Source: an optimization exercise on an open RTL-to-GDS flow (aim: a short achievable clock period and few clock cycles). Production flows keep margins and buffers that such runs may drop.
Function was checked by simulation only, so behaviour that the tests miss may differ from the original.
Power figures rest on the tool's default switching activity, not on a simulated workload.

==> flow/design.v <==
package cpu_pkg;
	localparam int XLEN  = 32;
	localparam int REG_W = 5;
	localparam int PC_W  = 16;
	localparam logic [REG_W-1:0] RA_REG = 5'd31;   
	localparam logic [4:0] OP_RTYPE = 5'd0;
	localparam logic [4:0] OP_J     = 5'd1;
	localparam logic [4:0] OP_BNE   = 5'd2;
	localparam logic [4:0] OP_JAL   = 5'd3;
	localparam logic [4:0] OP_JR    = 5'd4;
	localparam logic [4:0] OP_ADDI  = 5'd5;
	localparam logic [4:0] OP_BLT   = 5'd6;
	localparam logic [4:0] OP_SW    = 5'd7;
	localparam logic [4:0] OP_LW    = 5'd8;
	localparam logic [4:0] ALU_ADD = 5'd0;
	localparam logic [4:0] ALU_SUB = 5'd1;
	localparam logic [4:0] ALU_AND = 5'd2;
	localparam logic [4:0] ALU_OR  = 5'd3;
	localparam logic [4:0] ALU_SLL = 5'd4;
	localparam logic [4:0] ALU_SRA = 5'd5;
	localparam int SEL_ADD  = 0;   
	localparam int SEL_SUB  = 1;   
	localparam int SEL_AND  = 2;
	localparam int SEL_OR   = 3;
	localparam int SEL_SLL  = 4;
	localparam int SEL_SRA  = 5;
	localparam int SEL_LINK = 6;   
	localparam int SEL_LOAD = 7;   
	localparam int N_SEL    = 8;
endpackage
module alu (
	input  logic [cpu_pkg::XLEN-1:0]  a,
	input  logic [cpu_pkg::XLEN-1:0]  b,
	input  logic [cpu_pkg::N_SEL-1:0] sel,
	input  logic [cpu_pkg::REG_W-1:0] shamt,
	input  logic [cpu_pkg::XLEN-1:0]  link,
	input  logic [cpu_pkg::XLEN-1:0]  load,
	output logic [cpu_pkg::N_SEL*cpu_pkg::XLEN-1:0] parts,
	output logic [cpu_pkg::XLEN-1:0]  result
);
	logic [cpu_pkg::XLEN-1:0] sum;
	logic [cpu_pkg::XLEN-1:0] dif;
	logic [cpu_pkg::XLEN-1:0] nsum;
	logic [cpu_pkg::XLEN-1:0] sll_r;
	logic [cpu_pkg::XLEN-1:0] sra_r;
	prefix_add #(.W(cpu_pkg::XLEN)) u_add (
		.a    (a),
		.b    (b),
		.sum  (sum),
		.cout ()
	);
	prefix_add #(.W(cpu_pkg::XLEN)) u_sub (
		.a    (~a),
		.b    (b),
		.sum  (nsum),
		.cout ()
	);
	assign dif = ~nsum;
	assign sll_r = a << shamt;
	assign sra_r = $signed(a) >>> shamt;
	always_comb begin
		parts = '0;
		parts[cpu_pkg::SEL_ADD*cpu_pkg::XLEN +: cpu_pkg::XLEN]  = sum;
		parts[cpu_pkg::SEL_SUB*cpu_pkg::XLEN +: cpu_pkg::XLEN]  = dif;
		parts[cpu_pkg::SEL_AND*cpu_pkg::XLEN +: cpu_pkg::XLEN]  = a & b;
		parts[cpu_pkg::SEL_OR*cpu_pkg::XLEN +: cpu_pkg::XLEN]   = a | b;
		parts[cpu_pkg::SEL_SLL*cpu_pkg::XLEN +: cpu_pkg::XLEN]  = sll_r;
		parts[cpu_pkg::SEL_SRA*cpu_pkg::XLEN +: cpu_pkg::XLEN]  = sra_r;
		parts[cpu_pkg::SEL_LINK*cpu_pkg::XLEN +: cpu_pkg::XLEN] = link;
		parts[cpu_pkg::SEL_LOAD*cpu_pkg::XLEN +: cpu_pkg::XLEN] = load;
	end
	always_comb begin
		result = '0;
		for (int k = 0; k < cpu_pkg::N_SEL; k++) begin
			result = result | ({cpu_pkg::XLEN{sel[k]}} & parts[k*cpu_pkg::XLEN +: cpu_pkg::XLEN]);
		end
	end
endmodule
module prefix_carry #(
	parameter int W     = 32,
	parameter int FIRST = 0   
) (
	input  logic [W-1:0] g0,
	input  logic [W-1:0] p0,
	output logic [W-1:0] co
);
	localparam int L = (W > 32) ? 6 : (W > 16) ? 5 : (W > 8) ? 4 : (W > 4) ? 3 : (W > 2) ? 2 : 1;
	for (genvar l = 0; l <= L; l++) begin : g_lvl
		logic [W-1:0] g;
		logic [W-1:0] t;
		if (l <= FIRST) begin : g_in
			assign g = g0;
			assign t = p0;
		end else begin : g_merge
			localparam int D = 1 << (l - 1);
			assign g[D-1:0] = g_lvl[l-1].g[D-1:0];
			assign t[D-1:0] = g_lvl[l-1].t[D-1:0];
			assign g[W-1:D] = g_lvl[l-1].g[W-1:D] | (g_lvl[l-1].t[W-1:D] & g_lvl[l-1].g[W-1-D:0]);
			assign t[W-1:D] = g_lvl[l-1].t[W-1:D] & g_lvl[l-1].t[W-1-D:0];
		end
	end
	assign co = g_lvl[L].g;
endmodule
module prefix_add #(
	parameter int   W   = 32,
	parameter logic CIN = 1'b0
) (
	input  logic [W-1:0] a,
	input  logic [W-1:0] b,
	output logic [W-1:0] sum,
	output logic         cout
);
	logic [W-1:0] x;
	logic [W-1:0] g;
	logic [W-1:0] t;
	logic [W-1:0] g1;
	logic [W-1:0] t1;
	logic [W-1:0] co;
	assign x = a ^ b;
	assign g = a & b;
	assign t = a | b;
	assign g1[0] = CIN ? t[0] : g[0];
	assign g1[1] = CIN ? (g[1] | (t[1] & a[0]) | (t[1] & b[0])) : (g[1] | ((t[1] & a[0]) & b[0]));
	assign g1[W-1:2] = g[W-1:2] | (t[W-1:2] & g[W-2:1]);
	assign t1[0] = t[0];
	assign t1[W-1:1] = t[W-1:1] & t[W-2:0];
	prefix_carry #(.W(W), .FIRST(1)) u_carry (
		.g0 (g1),
		.p0 (t1),
		.co (co)
	);
	assign sum  = x ^ {co[W-2:0], CIN};
	assign cout = co[W-1];
endmodule
module prefix_inc #(
	parameter int W = 16
) (
	input  logic [W-1:0] a,
	output logic [W-1:0] inc
);
	logic [W-1:0] co;
	prefix_carry #(.W(W)) u_carry (
		.g0 ({{(W-1){1'b0}}, a[0]}),
		.p0 (a),
		.co (co)
	);
	assign inc = a ^ {co[W-2:0], 1'b1};
endmodule
module prefix_less #(
	parameter int W = 32
) (
	input  logic [W-1:0] a,
	input  logic [W-1:0] b,
	output logic         less
);
	logic [W-1:0] nb;
	logic [W-1:0] co;
	assign nb = ~b;
	prefix_carry #(.W(W)) u_carry (
		.g0 ({a[W-1:1] & nb[W-1:1], a[0] | nb[0]}),
		.p0 (a | nb),
		.co (co)
	);
	assign less = !co[W-1];
endmodule
module addr_add (
	input  logic [cpu_pkg::XLEN-1:0] base,
	input  logic [16:0]              imm,
	output logic [15:0]              lo,
	output logic [15:0]              hi,
	output logic [15:0]              hi_inc,
	output logic [15:0]              hi_dec,
	output logic                     pick_inc,
	output logic                     pick_dec
);
	logic [15:0] inc_c;
	logic [15:0] dec_c;
	logic        c16;
	prefix_add #(.W(16)) u_lo (
		.a    (base[15:0]),
		.b    (imm[15:0]),
		.sum  (lo),
		.cout (c16)
	);
	assign hi  = base[31:16];
	prefix_carry #(.W(16)) u_inc (
		.g0 ({15'd0, hi[0]}),
		.p0 (hi),
		.co (inc_c)
	);
	prefix_carry #(.W(16)) u_dec (
		.g0 ({15'd0, !hi[0]}),
		.p0 (~hi),
		.co (dec_c)
	);
	assign hi_inc = hi ^ {inc_c[14:0], 1'b1};
	assign hi_dec = hi ^ {dec_c[14:0], 1'b1};
	assign pick_inc = c16 && !imm[16];
	assign pick_dec = !c16 && imm[16];
endmodule
module pc_counter #(
	parameter int PC_W  = 16,
	parameter int BHT_W = 5,
	parameter int LP_N  = 4,   
	parameter int LP_W  = 4,   
	parameter int LP_IW = 2    
) (
	input  logic             clock,
	input  logic             rst_n,
	input  logic             stall,
	input  logic             redirect,
	input  logic [PC_W-1:0]  redirect_pc,
	input  logic [cpu_pkg::XLEN-1:0] q_imem,
	input  logic             e_upd_en,    
	input  logic             e_upd_taken,
	input  logic             e_upd_back,
	input  logic [PC_W-1:0]  e_upd_pc,
	input  logic [PC_W-1:0]  e_upd_pcm1,    
	input  logic             e_loop_pend,   
	input  logic             e_upd_cnt_ok,   
	input  logic [LP_W-1:0]  e_upd_cnt,
	input  logic [cpu_pkg::REG_W-1:0] d_const_reg,   
	input  logic [PC_W-1:0]  d_const,
	output logic [PC_W-1:0]  pc,
	output logic [PC_W-1:0]  pc1,
	output logic             pred_taken,
	output logic [PC_W-1:0]  br_tgt,      
	output logic [PC_W-1:0]  jr_guess,    
	output logic [cpu_pkg::XLEN-1:0] address_imem
);
	localparam int N_BHT = 1 << BHT_W;
	logic [4:0]      opc;
	logic            is_jmp;
	logic            is_br;
	logic            is_jr;
	logic            back;
	logic [PC_W-1:0] pred_pc;
	logic [PC_W-1:0] ras;
	logic [1:0]      bht_ctr [N_BHT];
	logic            bht_vld [N_BHT];
	logic            bht_taken;
	logic             upd_en;
	logic [BHT_W-1:0] upd_idx;
	logic             upd_taken;
	logic             upd_back;
	logic [PC_W-1:0]  upd_pc;
	logic [PC_W-1:0]  upd_pcm1;
	logic             upd_cnt_ok;
	logic [LP_W-1:0]  upd_cnt;
	logic [PC_W-1:0] lp_tag  [LP_N];
	logic [PC_W-1:0] lp_tagm1 [LP_N];   
	logic            lp_vld  [LP_N];
	logic            lp_trv  [LP_N];   
	logic [LP_W-1:0] lp_trip [LP_N];
	logic [LP_W-1:0] lp_cur  [LP_N];
	logic [LP_N-1:0] lp_hit;
	logic [LP_N-1:0] lp_uhit;
	logic [LP_IW-1:0] lp_next;
	logic            lp_use;
	logic            lp_taken;
	logic            lk_valid;
	logic            pend_e;
	logic            pend_u;
	logic            lk_lp_use;
	logic            lk_lp_taken;
	assign opc    = q_imem[31:27];
	assign is_jmp = (opc == cpu_pkg::OP_J) || (opc == cpu_pkg::OP_JAL);
	assign is_br  = (opc == cpu_pkg::OP_BNE) || (opc == cpu_pkg::OP_BLT);
	assign is_jr  = (opc == cpu_pkg::OP_JR);
	assign back   = q_imem[15];
	prefix_inc #(.W(PC_W)) u_inc (
		.a   (pc),
		.inc (pc1)
	);
	assign jr_guess     = (q_imem[26:22] == cpu_pkg::RA_REG) ? ras :
		((q_imem[26:22] == d_const_reg) ? d_const : pc1);
	prefix_add #(.W(PC_W), .CIN(1'b1)) u_tgt (
		.a    (pc),
		.b    (q_imem[15:0]),
		.sum  (br_tgt),
		.cout ()
	);
	assign address_imem = cpu_pkg::XLEN'(pc);
	assign pend_e = e_loop_pend && e_upd_pcm1 == pc;
	assign pend_u = upd_en && upd_back && upd_taken && upd_pcm1 == pc;
	always_comb begin
		lp_use   = 1'b0;
		lp_taken = 1'b0;
		for (int i = 0; i < LP_N; i++) begin
			lp_hit[i]  = lp_vld[i] && lp_tagm1[i] == pc;
			lp_uhit[i] = lp_vld[i] && lp_tag[i] == upd_pc;
			if (lp_hit[i] && lp_trv[i]) begin
				lp_use = 1'b1;
				if (pend_e && pend_u) begin
					lp_taken = lp_cur[i] + LP_W'(2) != lp_trip[i];
				end else if (pend_e || pend_u) begin
					lp_taken = lp_cur[i] + LP_W'(1) != lp_trip[i];
				end else begin
					lp_taken = lp_cur[i] != lp_trip[i];
				end
			end
		end
	end
	always_ff @(posedge clock) begin
		if (!rst_n) begin
			lk_valid <= 1'b0;
		end else begin
			lk_valid <= !redirect && !stall && !is_jmp && !pred_taken && !is_jr;
		end
	end
	always_ff @(posedge clock) begin
		lk_lp_use   <= lp_use;
		lk_lp_taken <= lp_taken;
	end
	always_comb begin
		if (lk_valid && back && lk_lp_use) begin
			bht_taken = lk_lp_taken;
		end else if (bht_vld[pc[BHT_W-1:0]]) begin
			bht_taken = bht_ctr[pc[BHT_W-1:0]][1];
		end else begin
			bht_taken = back;
		end
	end
	assign pred_taken = is_br && bht_taken;
	assign pred_pc = ({PC_W{stall}} & pc)
	               | ({PC_W{!stall && is_jmp}} & q_imem[15:0])
	               | ({PC_W{!stall && pred_taken}} & br_tgt)
	               | ({PC_W{!stall && is_jr}} & jr_guess)
	               | ({PC_W{!stall && !is_jmp && !pred_taken && !is_jr}} & pc1);
	always_ff @(posedge clock) begin
		if (!rst_n) begin
			pc <= '0;
		end else begin
			pc <= redirect ? redirect_pc : pred_pc;
		end
	end
	assign upd_idx = upd_pc[BHT_W-1:0];
	always_ff @(posedge clock) begin
		if (!rst_n) begin
			upd_en <= 1'b0;
		end else begin
			upd_en <= e_upd_en;
		end
	end
	always_ff @(posedge clock) begin
		upd_taken <= e_upd_taken;
		upd_back  <= e_upd_back;
		upd_pc    <= e_upd_pc;
		upd_pcm1  <= e_upd_pcm1;
		upd_cnt_ok <= e_upd_cnt_ok;
		upd_cnt    <= e_upd_cnt;
	end
	always_ff @(posedge clock) begin
		if (!rst_n) begin
			ras <= '0;
		end else if (opc == cpu_pkg::OP_JAL) begin
			ras <= pc1;
		end
	end
	for (genvar i = 0; i < N_BHT; i++) begin : g_bht
		always_ff @(posedge clock) begin
			if (!rst_n) begin
				bht_vld[i] <= 1'b0;
				bht_ctr[i] <= 2'd0;
			end else if (upd_en && upd_idx == BHT_W'(i)) begin
				bht_vld[i] <= 1'b1;
				if (!bht_vld[i]) begin
					bht_ctr[i] <= upd_taken ? (upd_back ? 2'd3 : 2'd2) : (upd_back ? 2'd1 : 2'd0);
				end else if (upd_taken) begin
					bht_ctr[i] <= (bht_ctr[i] == 2'd3) ? 2'd3 : bht_ctr[i] + 2'd1;
				end else begin
					bht_ctr[i] <= (bht_ctr[i] == 2'd0) ? 2'd0 : bht_ctr[i] - 2'd1;
				end
			end
		end
	end
	always_ff @(posedge clock) begin
		if (!rst_n) begin
			lp_next <= '0;
			for (int i = 0; i < LP_N; i++) begin
				lp_vld[i]  <= 1'b0;
				lp_trv[i]  <= 1'b0;
				lp_tag[i]  <= '0;
				lp_tagm1[i] <= '0;
				lp_trip[i] <= '0;
				lp_cur[i]  <= '0;
			end
		end else if (upd_en && upd_back) begin
			if (lp_uhit == '0) begin
				lp_next          <= lp_next + 1'b1;
				lp_vld[lp_next]  <= 1'b1;
				lp_trv[lp_next]  <= !upd_taken || upd_cnt_ok;
				lp_tag[lp_next]  <= upd_pc;
				lp_tagm1[lp_next] <= upd_pcm1;
				lp_trip[lp_next] <= (upd_taken && upd_cnt_ok) ? upd_cnt : '0;
				lp_cur[lp_next]  <= upd_taken ? LP_W'(1) : '0;
			end else begin
				for (int i = 0; i < LP_N; i++) begin
					if (lp_uhit[i]) begin
						if (upd_taken) begin
							if (lp_cur[i] != '1) begin
								lp_cur[i] <= lp_cur[i] + 1'b1;
							end
							if (upd_cnt_ok && {1'b0, lp_cur[i]} + {1'b0, upd_cnt} <= {1'b0, {LP_W{1'b1}}}) begin
								lp_trv[i]  <= 1'b1;
								lp_trip[i] <= lp_cur[i] + upd_cnt;
							end
						end else begin
							lp_trv[i]  <= 1'b1;
							lp_trip[i] <= lp_cur[i];
							lp_cur[i]  <= '0;
						end
					end
				end
			end
		end
	end
endmodule
module hazard_ctrl (
	input  logic                      clock,
	input  logic                      rst_n,
	input  logic [cpu_pkg::XLEN-1:0]  q_imem,     
	input  logic                      d_valid,
	input  logic                      d_is_mem,
	input  logic                      d_writes,   
	input  logic [cpu_pkg::REG_W-1:0] d_dest,
	input  logic [cpu_pkg::REG_W-1:0] d_src_a,
	input  logic [cpu_pkg::REG_W-1:0] d_src_b,
	input  logic [cpu_pkg::N_SEL-1:0] d_sel,       
	input  logic                      d_use_imm,   
	input  logic                      e_wen,
	input  logic [cpu_pkg::REG_W-1:0] e_dest,
	output logic                      fwd_e_a,
	output logic                      fwd_e_b,
	output logic                      fwd_w_a,
	output logic                      fwd_w_b,
	output logic [cpu_pkg::N_SEL+1:0] a_pick,   
	output logic [cpu_pkg::N_SEL+2:0] b_pick,   
	output logic                      stall
);
	logic [cpu_pkg::REG_W-1:0] n_src_a;
	logic [cpu_pkg::REG_W-1:0] n_src_b;
	logic                      n_use_imm;
	logic                      n_fe_a;
	logic                      n_fe_b;
	logic                      n_fw_a;
	logic                      n_fw_b;
	assign stall = d_valid && d_is_mem && fwd_e_a;
	assign n_src_a = stall ? d_src_a : q_imem[21:17];
	assign n_src_b = stall ? d_src_b :
		((q_imem[31:27] == cpu_pkg::OP_RTYPE) ? q_imem[16:12] : q_imem[26:22]);
	assign n_use_imm = stall ? d_use_imm : (q_imem[31:27] == cpu_pkg::OP_ADDI);
	always_ff @(posedge clock) begin
		if (!rst_n) begin
			fwd_e_a <= 1'b0;
			fwd_e_b <= 1'b0;
			fwd_w_a <= 1'b0;
			fwd_w_b <= 1'b0;
			a_pick  <= '0;
			b_pick  <= '0;
		end else begin
			fwd_e_a <= n_fe_a;
			fwd_e_b <= n_fe_b;
			fwd_w_a <= n_fw_a;
			fwd_w_b <= n_fw_b;
			a_pick  <= {!n_fe_a && !n_fw_a, !n_fe_a && n_fw_a, {cpu_pkg::N_SEL{n_fe_a}} & d_sel};
			b_pick  <= {n_use_imm, !n_use_imm && !n_fe_b && !n_fw_b, !n_use_imm && !n_fe_b && n_fw_b,
				{cpu_pkg::N_SEL{!n_use_imm && n_fe_b}} & d_sel};
		end
	end
	assign n_fe_a = !stall && d_writes && d_dest == n_src_a;
	assign n_fe_b = !stall && d_writes && d_dest == n_src_b;
	assign n_fw_a = e_wen && e_dest == n_src_a;
	assign n_fw_b = e_wen && e_dest == n_src_b;
endmodule
module decode_stage #(
	parameter int PC_W  = 16
) (
	input  logic             clock,
	input  logic             rst_n,
	input  logic             stall,
	input  logic             redirect,
	input  logic [cpu_pkg::XLEN-1:0]  q_imem,
	input  logic [PC_W-1:0]  f_pc,
	input  logic [PC_W-1:0]  f_pc1,
	input  logic             f_pred_taken,
	input  logic [PC_W-1:0]  f_br_tgt,
	input  logic [PC_W-1:0]  f_jr_guess,
	input  logic [cpu_pkg::XLEN-1:0]  data_read_reg_a,
	input  logic [cpu_pkg::XLEN-1:0]  data_read_reg_b,
	output logic [cpu_pkg::REG_W-1:0] ctrl_read_reg_a,
	output logic [cpu_pkg::REG_W-1:0] ctrl_read_reg_b,
	input  logic             fwd_e_a,
	input  logic             fwd_e_b,
	input  logic             fwd_w_a,
	input  logic             fwd_w_b,
	input  logic [cpu_pkg::N_SEL+1:0] a_pick,   
	input  logic [cpu_pkg::N_SEL+2:0] b_pick,   
	input  logic [cpu_pkg::N_SEL*cpu_pkg::XLEN-1:0] e_parts,
	input  logic [cpu_pkg::XLEN-1:0]  w_data,
	output logic             d_valid,
	output logic             d_is_mem,
	output logic             d_writes,
	output logic [cpu_pkg::REG_W-1:0] d_dest,
	output logic [cpu_pkg::N_SEL-1:0] d_sel,
	output logic             d_use_imm,
	output logic [cpu_pkg::REG_W-1:0] d_const_reg,
	output logic [PC_W-1:0]  d_const,
	output logic             e_valid,
	output logic             e_wen,
	output logic [cpu_pkg::REG_W-1:0] e_dest,
	output logic [cpu_pkg::XLEN-1:0]  e_a,
	output logic [cpu_pkg::XLEN-1:0]  e_b,
	output logic [15:0]      e_addr_lo,
	output logic [15:0]      e_addr_hi,
	output logic [15:0]      e_addr_hi_inc,
	output logic [15:0]      e_addr_hi_dec,
	output logic             e_addr_pick_inc,
	output logic             e_addr_pick_dec,
	output logic [cpu_pkg::N_SEL-1:0] e_sel,   
	output logic [cpu_pkg::REG_W-1:0] e_shamt,
	output logic [PC_W-1:0]  e_pc1,
	output logic             e_is_sw,
	output logic             e_is_bne,
	output logic             e_is_blt,
	output logic             e_is_jr,
	output logic             e_cnt_a,   
	output logic             e_cnt_b,   
	output logic             e_back,
	output logic             e_pred_taken,
	output logic [PC_W-1:0]  e_alt_pc,
	output logic [PC_W-1:0]  e_pc,
	output logic [PC_W-1:0]  e_pcm1   
);
	logic [cpu_pkg::XLEN-1:0]  d_instr;
	logic [PC_W-1:0]  d_pc1;
	logic             d_pred_taken;
	logic [PC_W-1:0]  d_br_tgt;
	logic [PC_W-1:0]  d_jr_guess;
	logic [PC_W-1:0]  d_alt_pc;
	logic [PC_W-1:0]  d_pc;
	logic [PC_W-1:0]  d_pcm1;
	logic [cpu_pkg::REG_W-1:0] d_rb;
	logic [4:0]       opc;
	logic [cpu_pkg::REG_W-1:0] rd;
	logic [cpu_pkg::REG_W-1:0] rs;
	logic [4:0]       aluop;
	logic [cpu_pkg::XLEN-1:0]  imm;
	logic             is_r;
	logic             use_imm;
	logic             is_sub;
	logic             writes;
	logic [cpu_pkg::REG_W-1:0] dest;
	logic [cpu_pkg::N_SEL-1:0] sel;
	logic [cpu_pkg::XLEN-1:0]  a_val;
	logic [cpu_pkg::XLEN-1:0]  b_val;
	logic [cpu_pkg::XLEN-1:0]  base;
	logic [15:0]      addr_lo;
	logic [15:0]      addr_hi;
	logic [15:0]      addr_hi_inc;
	logic [15:0]      addr_hi_dec;
	logic             addr_pick_inc;
	logic             addr_pick_dec;
	always_ff @(posedge clock) begin
		if (!rst_n || redirect) begin
			d_valid <= 1'b0;
		end else if (!stall) begin
			d_valid <= 1'b1;
		end
	end
	always_ff @(posedge clock) begin
		if (!stall) begin
			d_instr      <= q_imem;
			d_pc1        <= f_pc1;
			d_pred_taken <= f_pred_taken;
			d_br_tgt     <= f_br_tgt;
			d_jr_guess   <= f_jr_guess;
			d_pc         <= f_pc;
			d_rb         <= (q_imem[31:27] == cpu_pkg::OP_RTYPE) ? q_imem[16:12] : q_imem[26:22];
		end
	end
	assign opc   = d_instr[31:27];
	assign rd    = d_instr[26:22];
	assign rs    = d_instr[21:17];
	assign aluop = d_instr[6:2];
	assign imm   = {{15{d_instr[16]}}, d_instr[16:0]};
	assign d_alt_pc = (opc == cpu_pkg::OP_JR) ? d_jr_guess : (d_pred_taken ? d_pc1 : d_br_tgt);
	prefix_add #(.W(PC_W)) u_pcm1 (
		.a    (d_pc),
		.b    ('1),
		.sum  (d_pcm1),
		.cout ()
	);
	assign ctrl_read_reg_a = rs;
	assign ctrl_read_reg_b = d_rb;
	assign d_writes        = d_valid && writes;
	assign d_dest          = dest;
	assign d_sel           = sel;
	assign d_use_imm       = use_imm;
	assign d_const_reg     = (d_valid && opc == cpu_pkg::OP_ADDI && rs == '0) ? rd : '0;
	assign d_const         = d_instr[PC_W-1:0];
	assign is_r     = (opc == cpu_pkg::OP_RTYPE);
	assign use_imm  = (opc == cpu_pkg::OP_ADDI);
	assign is_sub   = is_r && aluop == cpu_pkg::ALU_SUB;
	assign d_is_mem = (opc == cpu_pkg::OP_LW) || (opc == cpu_pkg::OP_SW);
	assign dest     = (opc == cpu_pkg::OP_JAL) ? cpu_pkg::RA_REG : rd;
	assign writes   = (is_r || opc == cpu_pkg::OP_ADDI || opc == cpu_pkg::OP_LW ||
		opc == cpu_pkg::OP_JAL) && dest != '0;
	always_comb begin
		sel = '0;
		sel[cpu_pkg::SEL_ADD]  = (is_r && aluop == cpu_pkg::ALU_ADD) || opc == cpu_pkg::OP_ADDI;
		sel[cpu_pkg::SEL_SUB]  = is_sub;
		sel[cpu_pkg::SEL_AND]  = is_r && aluop == cpu_pkg::ALU_AND;
		sel[cpu_pkg::SEL_OR]   = is_r && aluop == cpu_pkg::ALU_OR;
		sel[cpu_pkg::SEL_SLL]  = is_r && aluop == cpu_pkg::ALU_SLL;
		sel[cpu_pkg::SEL_SRA]  = is_r && aluop == cpu_pkg::ALU_SRA;
		sel[cpu_pkg::SEL_LINK] = opc == cpu_pkg::OP_JAL;
		sel[cpu_pkg::SEL_LOAD] = opc == cpu_pkg::OP_LW;
	end
	always_comb begin
		a_val = ({cpu_pkg::XLEN{a_pick[cpu_pkg::N_SEL]}} & w_data)
		      | ({cpu_pkg::XLEN{a_pick[cpu_pkg::N_SEL+1]}} & data_read_reg_a);
		b_val = ({cpu_pkg::XLEN{b_pick[cpu_pkg::N_SEL]}} & w_data)
		      | ({cpu_pkg::XLEN{b_pick[cpu_pkg::N_SEL+1]}} & data_read_reg_b)
		      | ({cpu_pkg::XLEN{b_pick[cpu_pkg::N_SEL+2]}} & imm);
		for (int k = 0; k < cpu_pkg::N_SEL; k++) begin
			a_val = a_val | ({cpu_pkg::XLEN{a_pick[k]}} & e_parts[k*cpu_pkg::XLEN +: cpu_pkg::XLEN]);
			b_val = b_val | ({cpu_pkg::XLEN{b_pick[k]}} & e_parts[k*cpu_pkg::XLEN +: cpu_pkg::XLEN]);
		end
	end
	assign base  = fwd_w_a ? w_data : data_read_reg_a;
	addr_add u_agu (
		.base     (base),
		.imm      (d_instr[16:0]),
		.lo       (addr_lo),
		.hi       (addr_hi),
		.hi_inc   (addr_hi_inc),
		.hi_dec   (addr_hi_dec),
		.pick_inc (addr_pick_inc),
		.pick_dec (addr_pick_dec)
	);
	always_ff @(posedge clock) begin
		if (!rst_n || redirect || stall || !d_valid) begin
			e_valid  <= 1'b0;
		end else begin
			e_valid  <= 1'b1;
		end
	end
	always_ff @(posedge clock) begin
		if (!rst_n || stall || !d_valid) begin
			e_wen    <= 1'b0;
			e_sel    <= '0;
			e_is_sw  <= 1'b0;
			e_is_bne <= 1'b0;
			e_is_blt <= 1'b0;
			e_is_jr  <= 1'b0;
		end else begin
			e_wen    <= writes;
			e_sel    <= sel;
			e_is_sw  <= opc == cpu_pkg::OP_SW;
			e_is_bne <= opc == cpu_pkg::OP_BNE;
			e_is_blt <= opc == cpu_pkg::OP_BLT;
			e_is_jr  <= opc == cpu_pkg::OP_JR;
		end
	end
	always_ff @(posedge clock) begin
		e_dest       <= dest;
		e_a          <= a_val;
		e_b          <= b_val;
		e_addr_lo       <= addr_lo;
		e_addr_hi       <= addr_hi;
		e_addr_hi_inc   <= addr_hi_inc;
		e_addr_hi_dec   <= addr_hi_dec;
		e_addr_pick_inc <= addr_pick_inc;
		e_addr_pick_dec <= addr_pick_dec;
		e_shamt      <= d_instr[11:7];
		e_pc1        <= d_pc1;
		e_back       <= d_instr[15];
		e_pred_taken <= d_pred_taken;
		e_alt_pc     <= d_alt_pc;
		e_pc         <= d_pc;
		e_pcm1       <= d_pcm1;
		e_cnt_a      <= opc == cpu_pkg::OP_BLT && rd == '0;
		e_cnt_b      <= opc == cpu_pkg::OP_BNE && rs == '0;
	end
endmodule
module execute_stage #(
	parameter int PC_W = 16
) (
	input  logic [cpu_pkg::XLEN-1:0]  e_a,
	input  logic [cpu_pkg::XLEN-1:0]  e_b,
	input  logic [15:0]      e_addr_lo,
	input  logic [15:0]      e_addr_hi,
	input  logic [15:0]      e_addr_hi_inc,
	input  logic [15:0]      e_addr_hi_dec,
	input  logic             e_addr_pick_inc,
	input  logic             e_addr_pick_dec,
	input  logic             e_valid,
	input  logic [cpu_pkg::N_SEL-1:0] e_sel,
	input  logic [cpu_pkg::REG_W-1:0] e_shamt,
	input  logic [PC_W-1:0]  e_pc1,
	input  logic             e_is_sw,
	input  logic             e_is_bne,
	input  logic             e_is_blt,
	input  logic             e_is_jr,
	input  logic             e_cnt_a,
	input  logic             e_cnt_b,
	input  logic             e_pred_taken,
	input  logic [PC_W-1:0]  e_alt_pc,
	input  logic [cpu_pkg::XLEN-1:0]  q_dmem,
	output logic [cpu_pkg::XLEN-1:0]  e_result,
	output logic [cpu_pkg::N_SEL*cpu_pkg::XLEN-1:0] e_parts,
	output logic             br_resolved,
	output logic             br_taken,
	output logic             cnt_ok,
	output logic [3:0]       cnt,
	output logic             redirect,
	output logic [PC_W-1:0]  redirect_pc,
	output logic [cpu_pkg::XLEN-1:0]  address_dmem,
	output logic [cpu_pkg::XLEN-1:0]  data,
	output logic             wren
);
	logic not_equal;
	logic less_than;
	alu u_alu (
		.a      (e_a),
		.b      (e_b),
		.sel    (e_sel),
		.shamt  (e_shamt),
		.link   (cpu_pkg::XLEN'(e_pc1)),
		.load   (q_dmem),
		.parts  (e_parts),
		.result (e_result)
	);
	assign not_equal = (e_b != e_a);
	prefix_less #(.W(cpu_pkg::XLEN)) u_lt (
		.a    ({~e_b[cpu_pkg::XLEN-1], e_b[cpu_pkg::XLEN-2:0]}),
		.b    ({~e_a[cpu_pkg::XLEN-1], e_a[cpu_pkg::XLEN-2:0]}),
		.less (less_than)
	);
	assign cnt_ok = (e_cnt_a && e_a[cpu_pkg::XLEN-1:4] == '0) || (e_cnt_b && e_b[cpu_pkg::XLEN-1:4] == '0);
	assign cnt    = e_cnt_b ? e_b[3:0] : e_a[3:0];
	assign br_resolved = e_valid && (e_is_bne || e_is_blt);
	assign br_taken    = e_is_bne ? not_equal : less_than;
	assign redirect    = e_valid && ((e_is_bne && (not_equal ^ e_pred_taken)) ||
		(e_is_blt && (less_than ^ e_pred_taken)) ||
		(e_is_jr && e_b[PC_W-1:0] != e_alt_pc));
	assign redirect_pc = e_is_jr ? e_b[PC_W-1:0] : e_alt_pc;
	assign address_dmem = {e_addr_pick_inc ? e_addr_hi_inc : (e_addr_pick_dec ? e_addr_hi_dec : e_addr_hi),
		e_addr_lo};
	assign data         = e_b;
	assign wren         = e_valid && e_is_sw;
endmodule
module mem_wb_stage (
	input  logic             clock,
	input  logic             rst_n,
	input  logic             e_wen,
	input  logic [cpu_pkg::REG_W-1:0] e_dest,
	input  logic [cpu_pkg::XLEN-1:0]  e_result,
	output logic             reg_write_en,
	output logic [cpu_pkg::REG_W-1:0] reg_write_addr,
	output logic [cpu_pkg::XLEN-1:0]  reg_write_data
);
	always_ff @(posedge clock) begin
		if (!rst_n) begin
			reg_write_en <= 1'b0;
		end else begin
			reg_write_en <= e_wen;
		end
	end
	always_ff @(posedge clock) begin
		reg_write_addr <= e_dest;
		reg_write_data <= e_result;
	end
endmodule
module processor #(
	parameter int PC_W  = 16,
	parameter int BHT_W = 5
) (
	input  logic             clock,
	input  logic             rst_n,
	output logic [cpu_pkg::XLEN-1:0]  address_imem,
	input  logic [cpu_pkg::XLEN-1:0]  q_imem,
	output logic [cpu_pkg::XLEN-1:0]  address_dmem,
	output logic [cpu_pkg::XLEN-1:0]  data,
	output logic             wren,
	input  logic [cpu_pkg::XLEN-1:0]  q_dmem,
	output logic [cpu_pkg::REG_W-1:0] ctrl_read_reg_a,
	output logic [cpu_pkg::REG_W-1:0] ctrl_read_reg_b,
	input  logic [cpu_pkg::XLEN-1:0]  data_read_reg_a,
	input  logic [cpu_pkg::XLEN-1:0]  data_read_reg_b,
	output logic             reg_write_en,
	output logic [cpu_pkg::REG_W-1:0] reg_write_addr,
	output logic [cpu_pkg::XLEN-1:0]  reg_write_data
);
	logic             stall;
	logic             redirect;
	logic [PC_W-1:0]  redirect_pc;
	logic [PC_W-1:0]  f_pc;
	logic [PC_W-1:0]  f_pc1;
	logic             f_pred_taken;
	logic [PC_W-1:0]  f_br_tgt;
	logic [PC_W-1:0]  f_jr_guess;
	logic             fwd_e_a;
	logic             fwd_e_b;
	logic             fwd_w_a;
	logic             fwd_w_b;
	logic             d_valid;
	logic             d_is_mem;
	logic             d_writes;
	logic [cpu_pkg::REG_W-1:0] d_dest;
	logic [cpu_pkg::N_SEL-1:0] d_sel;
	logic             d_use_imm;
	logic [cpu_pkg::N_SEL+1:0] a_pick;
	logic [cpu_pkg::N_SEL+2:0] b_pick;
	logic [cpu_pkg::REG_W-1:0] d_const_reg;
	logic [PC_W-1:0]  d_const;
	logic             e_valid;
	logic             e_wen;
	logic [cpu_pkg::REG_W-1:0] e_dest;
	logic [cpu_pkg::XLEN-1:0]  e_a;
	logic [cpu_pkg::XLEN-1:0]  e_b;
	logic [15:0]      e_addr_lo;
	logic [15:0]      e_addr_hi;
	logic [15:0]      e_addr_hi_inc;
	logic [15:0]      e_addr_hi_dec;
	logic             e_addr_pick_inc;
	logic             e_addr_pick_dec;
	logic             e_wen_v;
	logic [cpu_pkg::N_SEL-1:0] e_sel;
	logic [cpu_pkg::REG_W-1:0] e_shamt;
	logic [PC_W-1:0]  e_pc1;
	logic             e_is_sw;
	logic             e_is_bne;
	logic             e_is_blt;
	logic             e_is_jr;
	logic             e_cnt_a;
	logic             e_cnt_b;
	logic             cnt_ok;
	logic [3:0]       cnt;
	logic             e_back;
	logic             e_pred_taken;
	logic [PC_W-1:0]  e_alt_pc;
	logic [PC_W-1:0]  e_pc;
	logic [PC_W-1:0]  e_pcm1;
	logic [cpu_pkg::XLEN-1:0]  e_result;
	logic [cpu_pkg::N_SEL*cpu_pkg::XLEN-1:0] e_parts;
	logic             br_resolved;
	logic             br_taken;
	assign e_wen_v = e_valid && e_wen;
	pc_counter #(.PC_W(PC_W), .BHT_W(BHT_W)) u_fetch (
		.clock        (clock),
		.rst_n        (rst_n),
		.stall        (stall),
		.redirect     (redirect),
		.redirect_pc  (redirect_pc),
		.q_imem       (q_imem),
		.e_upd_en     (br_resolved),
		.e_upd_pc     (e_pc),
		.e_upd_pcm1   (e_pcm1),
		.e_upd_cnt_ok (cnt_ok),
		.e_loop_pend  (e_valid && (e_is_bne || e_is_blt) && e_back && e_pred_taken),
		.e_upd_cnt    (cnt),
		.d_const_reg  (d_const_reg),
		.d_const      (d_const),
		.e_upd_taken  (br_taken),
		.e_upd_back   (e_back),
		.pc           (f_pc),
		.pc1          (f_pc1),
		.pred_taken   (f_pred_taken),
		.br_tgt       (f_br_tgt),
		.jr_guess     (f_jr_guess),
		.address_imem (address_imem)
	);
	hazard_ctrl u_hazard (
		.clock    (clock),
		.d_sel     (d_sel),
		.d_use_imm (d_use_imm),
		.a_pick   (a_pick),
		.b_pick   (b_pick),
		.rst_n    (rst_n),
		.q_imem   (q_imem),
		.d_valid  (d_valid),
		.d_writes (d_writes),
		.d_dest   (d_dest),
		.d_is_mem (d_is_mem),
		.d_src_a  (ctrl_read_reg_a),
		.d_src_b  (ctrl_read_reg_b),
		.e_wen    (e_wen_v),
		.e_dest   (e_dest),
		.fwd_e_a  (fwd_e_a),
		.fwd_e_b  (fwd_e_b),
		.fwd_w_a  (fwd_w_a),
		.fwd_w_b  (fwd_w_b),
		.stall    (stall)
	);
	decode_stage #(.PC_W(PC_W)) u_decode (
		.clock           (clock),
		.rst_n           (rst_n),
		.stall           (stall),
		.redirect        (redirect),
		.q_imem          (q_imem),
		.f_pc            (f_pc),
		.f_pc1           (f_pc1),
		.f_pred_taken    (f_pred_taken),
		.f_br_tgt        (f_br_tgt),
		.f_jr_guess      (f_jr_guess),
		.data_read_reg_a (data_read_reg_a),
		.data_read_reg_b (data_read_reg_b),
		.ctrl_read_reg_a (ctrl_read_reg_a),
		.ctrl_read_reg_b (ctrl_read_reg_b),
		.fwd_e_a         (fwd_e_a),
		.fwd_e_b         (fwd_e_b),
		.fwd_w_a         (fwd_w_a),
		.fwd_w_b         (fwd_w_b),
		.e_parts         (e_parts),
		.w_data          (reg_write_data),
		.d_valid         (d_valid),
		.d_is_mem        (d_is_mem),
		.d_writes        (d_writes),
		.d_dest          (d_dest),
		.d_sel           (d_sel),
		.d_use_imm       (d_use_imm),
		.a_pick          (a_pick),
		.b_pick          (b_pick),
		.d_const_reg     (d_const_reg),
		.d_const         (d_const),
		.e_valid         (e_valid),
		.e_wen           (e_wen),
		.e_dest          (e_dest),
		.e_a             (e_a),
		.e_b             (e_b),
		.e_addr_lo        (e_addr_lo),
		.e_addr_hi        (e_addr_hi),
		.e_addr_hi_inc    (e_addr_hi_inc),
		.e_addr_hi_dec    (e_addr_hi_dec),
		.e_addr_pick_inc  (e_addr_pick_inc),
		.e_addr_pick_dec  (e_addr_pick_dec),
		.e_sel           (e_sel),
		.e_shamt         (e_shamt),
		.e_pc1           (e_pc1),
		.e_is_sw         (e_is_sw),
		.e_is_bne        (e_is_bne),
		.e_is_blt        (e_is_blt),
		.e_is_jr         (e_is_jr),
		.e_cnt_a         (e_cnt_a),
		.e_cnt_b         (e_cnt_b),
		.e_back          (e_back),
		.e_pred_taken    (e_pred_taken),
		.e_alt_pc        (e_alt_pc),
		.e_pc            (e_pc),
		.e_pcm1          (e_pcm1)
	);
	execute_stage #(.PC_W(PC_W)) u_execute (
		.e_a          (e_a),
		.e_b          (e_b),
		.e_addr_lo     (e_addr_lo),
		.e_addr_hi     (e_addr_hi),
		.e_addr_hi_inc (e_addr_hi_inc),
		.e_addr_hi_dec (e_addr_hi_dec),
		.e_addr_pick_inc(e_addr_pick_inc),
		.e_addr_pick_dec(e_addr_pick_dec),
		.e_valid      (e_valid),
		.e_sel        (e_sel),
		.e_shamt      (e_shamt),
		.e_pc1        (e_pc1),
		.e_is_sw      (e_is_sw),
		.e_is_bne     (e_is_bne),
		.e_is_blt     (e_is_blt),
		.e_is_jr      (e_is_jr),
		.e_cnt_a      (e_cnt_a),
		.e_cnt_b      (e_cnt_b),
		.cnt_ok       (cnt_ok),
		.cnt          (cnt),
		.e_pred_taken (e_pred_taken),
		.e_alt_pc     (e_alt_pc),
		.q_dmem       (q_dmem),
		.e_result     (e_result),
		.e_parts      (e_parts),
		.br_resolved  (br_resolved),
		.br_taken     (br_taken),
		.redirect     (redirect),
		.redirect_pc  (redirect_pc),
		.address_dmem (address_dmem),
		.data         (data),
		.wren         (wren)
	);
	mem_wb_stage u_mem_wb (
		.clock          (clock),
		.rst_n          (rst_n),
		.e_wen          (e_wen_v),
		.e_dest         (e_dest),
		.e_result       (e_result),
		.reg_write_en   (reg_write_en),
		.reg_write_addr (reg_write_addr),
		.reg_write_data (reg_write_data)
	);
endmodule
==> flow/flow/run.sh <==
#!/bin/bash
# Layout flow: the standard flow, with the port buffers that global placement
# inserts made plain buffers (buf_4) instead of the delay cells picked by default.
# Every tool's output goes to a log file in this folder.
set -o pipefail
cp standard.sh standard_sh.txt
export BUFFER_PORTS_ARGS="-buffer_cell sky130_fd_sc_hd__buf_4"
echo "BUFFER_PORTS_ARGS=$BUFFER_PORTS_ARGS" > run_env.log
bash standard.sh > standard.log 2>&1
status=$?
echo "standard.sh exit $status" >> run_env.log
exit $status
==> flow/standard.sh <==
#!/bin/bash
# synth_recipe.tcl (not shown) runs the flow's synth.tcl, then flattens the netlist and writes it again
# the make line also repeats each setting of config.mk as NAME=value (left out here)
make -C /OpenROAD-flow-scripts/flow DESIGN_CONFIG=/design/flow/config.mk WORK_HOME=/design/flow/orfs CLKGATE_MAP_FILE= SYNTH_SCRIPT=/design/flow/synth_recipe.tcl "${@:-finish}"
==> flow/config.mk <==
export PLATFORM = sky130hd
export DESIGN_NAME = processor
export DESIGN_NICKNAME = processor
export VERILOG_FILES = /design/flow/design.v
export SDC_FILE = /design/flow/constraint.sdc
export NUM_CORES = 4
export LEC_CHECK = 0
export ABC_CLOCK_PERIOD_IN_PS = 2000
export CAP_MARGIN = 20
export CORE_MARGIN = 2
export CORE_UTILIZATION = 40
export SETUP_SLACK_MARGIN = 3.6
export SLEW_MARGIN = 20
==> flow/constraint.sdc <==
create_clock -name core_clock -period 6.5 [get_ports {clock}]
set_input_delay 1.3000 -clock core_clock [delete_from_list [all_inputs] [get_ports {clock}]]
set_output_delay 1.3000 -clock core_clock [all_outputs]
set_load 0.01 [all_outputs]
==> flow_summary.yaml <==
sta:
  fin_crit_ps: 3610
  finClkSkew_ps: 42.5
  tightest_slew_ps: 1200
  fin_crit_sh: 0.555
  hold_viol_final: 0
  hold-worst-slack_ps: 326
  fin_tns_setup_ps: 0
  relSlewSlack: 0.198
  fmax_mhz: 277
  setup_viol: 0
  maxSlewViolCount: 0
  grt_setup_unrepaired: "yes"
logic_synthesis:
  ys_warn_count: 7
  ys_seq_elements: 726
  synth_ff_type: "dfxtp_1"
  synth.most_common_cell: "dfxtp_1"
  async_flop_share: 0
  yosys.area.top_type: "dfxtp_1"
  avgSynthCellArea_um2: 8.88
  yosysTopAreaCellShare: 0.213
  seq_area_frac_synth: 0.378
  yosysUniqueCellTypes: 100
  synth_common_cells: "dfxtp_1, nor2_1, nand2_1"
  ys_top_cells_by_area: "dfxtp_1, edfxtp_1, ha_1"
  synth_edf_count: 247
  syn_area_um2: 45000
  synthCells: 5066
pwr:
  p_total_w: 0.0153
  ir_worst_vdd_mv: 0.344
  p_per_area_nw_per_um2: 272
  p_leak_nw: 22.1
clock_tree:
  clock-root-buffer: "clkbuf_16"
  cts_sinks: 726
  clockBufferDepth: 3
  h-tree-depth: 3
  cts_tree: "built"
  cts_buffers: 84
  clkTransAtPathRegs_ps: 60
  clk_latency_ps: 710
grt:
  grt_usage: 0.355
  grt_max_degree: 65
  grt_overflow: 0
  antenna_found_initial: 9
  grt_pass1_wl_um: 300000
  grt_pass1_vias: 41300
drt:
  first_iter_violations: 5923
  route.vias.total: 44500
  wl_um: 215000
  ant_nets: 0
  routed_via_density: 6.37
  drc: 0
  firstDrtPassIters: 12
  avgRoutedWirePerCell_um: 30.7
floorplan:
  io_pins: 275
  coreArea_um2: 112000
  rows: 123
  dieArea_um2: 115000
  die_y_um: 339
  die_x_um: 339
  initial_utilization: 0.402
critical_path:
  crit_fanout: 5
  r2r_slack_ps: 2890
  cp_slowest_stage_delay_ps: 370
  required_ps: 7060
  crit_path_cell_trace: "inv_4 -> buf_6 -> buf_6 -> buf_6 -> buf_6 -> ha_4 -> o21bai_4 -> a211oi_2 -> o31ai_2 -> a21o_1 -> a211o_1 -> a21oi_4 -> nor2_4 -> a311oi_4 -> buf_6 -> buf_8 -> buf_6 -> buf_16 -> a31oi_1"
  worstPathArrival_ps: 4170
  endpoint_kind: "flop"
  rr_startpoint: "u_decode.e_a[1]"
  crit_family: "compound AO/OA/AOI/OAI gates"
  r2r-end: "u_fetch.pc[13]"
  critPathCapture: "u_fetch.pc[13]"
  worstRegToRegCells: 19
  crit_slowest_cell: "dfxtp_4"
  cp-start-kind: "flop"
  path_class: "reg2reg"
  crit_start: "u_decode.e_a[1]"
  crit_top_cell: "buf_6"
  path_depth: 19
  critPathBufInv: 9
place:
  gp_congestion: 1.07
  hpwl_um: 147000
  portBuffers: 258
min_path:
  hold_depth: 0
  min_path_type: "reg2reg"
status:
  status: "complete, no violations"
layout:
  syn2layout_area_growth_pct: 25.4
  num-nets-final: 5776
  drive_above_1_share: 0.226
run:
  maxCapViolCount: 0
[routing by layer]
| layer | GRT usage | vias up | routed length (µm) |
|---|---|---|---|
| met3 | 0.109 | 773 | 24000 |
| met1 | 0.431 | 21600 | 80300 |
| li1 | - | 19200 | - |
| met5 | 0 | - | 79 |
| met4 | 0.229 | 12 | 16900 |
| met2 | 0.546 | 2936 | 93400 |
[cell usage in the layout, fill, tap and decap left out, types with 55 or more instances in the layout]
cell	instances
o21ai_0	265
and2_1	140
mux2i_1	144
a222oi_1	65
clkbuf_16	93
buf_6	59
edfxtp_1	247
a22oi_1	144
o211ai_1	60
o21ai_1	55
xnor2_1	206
xor2_1	145
a21oi_1	241
ha_1	162
dfxtp_4	58
nand2_1	343
dfxtp_1	387
nand4_1	63
nand3_1	132
nor3_1	82
a221oi_1	58
inv_1	259
buf_4	469
a221o_1	123
nor2_1	458
[sequential cells by signal (all words and copies together), names as in the netlist, 32 cells and up]
signal,count
u_decode.d_instr,32
u_decode.e_a,32
u_decode.e_b,32
u_fetch.bht_ctr,64
u_fetch.bht_vld,32
u_fetch.lp_tag,64
u_fetch.lp_tagm1,64
u_mem_wb.reg_write_data,32
[where the power goes]
part	leakage (nW)	internal (W)	switching [W]
Clock	1.40	0.00291	0.00207
Sequential	6.63	0.00504	0.000482
Combinational	14.1	0.00192	0.00291
Total	22.1	0.00988	0.00546
[cell families after synthesis]
family,Yosys count,share of synthesized area
and+or+nand+nor,1529,0.163
AOI/OAI and AO/OA,1372,0.212
DFF,726,0.378
buffers and inverters,620,0.0548
xor gates and xnor gates,364,0.0708
adders and majority gates,232,0.0650
muxes,222,0.0569
other,1,0.0000833
[how the worst min path moves through the flow]
stage                              to             start  slack (ps)
finish              u_fetch.upd_pc[8]  u_decode.e_pc[8]         330
global route        u_fetch.upd_pc[5]  u_decode.e_pc[5]         330
CTS                 u_fetch.upd_pc[8]  u_decode.e_pc[8]         330
detailed placement  u_fetch.upd_pc[5]  u_decode.e_pc[5]         310
global placement    u_fetch.upd_pc[8]  u_decode.e_pc[8]         310
floorplan           u_fetch.upd_pc[0]  u_decode.e_pc[0]         310
[repair_timing]
action | CTS | global route
endpoints found under the setup margin | 534 | 284
hold buffers | 0 | 0
cloned | 12 | 4
pin swaps | 108 | 87
setup buffers | 163 | 65
endpoints found under the hold margin | 0 | 0
resized for setup | 473 | 165
[per-stage QoR]
step	instances	util	setup slack (ps)	instance area [µm²]
after floorplan	5081	-	3260	45700
after global placement	6587	0.435	2160	48700
after detailed placement	6587	0.435	2060	48700
after CTS	6916	0.492	2940	55100
after global routing	6985	0.504	2880	56400
final	6988	0.504	2890	56400
[layout make-up]
class	count	area [µm²]
multi-input cells	3739	28200
clock inverters	30	349
inverters	294	1170
repair buffers	571	5090
well taps	1500	1880
repair inverters	1	16.3
flip-flops and latches	726	17300
clock buffers	124	2500
fillers	10400	55600
diodes	3	7.51
Testbench counts, summed over its fixed seeds: cycles 161,384.

-- port drivers added, routing unchanged --
Ports are ideal in the flow. The routed layout listed here was re-timed in OpenROAD. Step 1 sets driving cells, clkbuf_16 on the clock port and buf_2 on the other inputs (assumed; they add their load-dependent delay and slew). Step 2 adds t to the input delays and takes it off the output delays; t is the mean of the earliest and latest rising clock arrival at the registers after step 1. Input paths then give back, and output paths get back, about the clock's delay inside the block. Slacks: ideal ports / drivers / drivers and shift; pairs: ideal ports / drivers.
shift t [ns]: 0.762
slack for setup (ns): 2.891 / 2.891 / 2.790
worst hold slack (ns): 0.326 / 0.326 / 0.326
worst data-port slew with drivers (ns): 0.08
pins driven straight from the clock port: 1
After both steps this run still meets setup and hold. For this run, drivers alone change the setup slack by 0.000 ns; drivers and shift together by -0.101 ns.
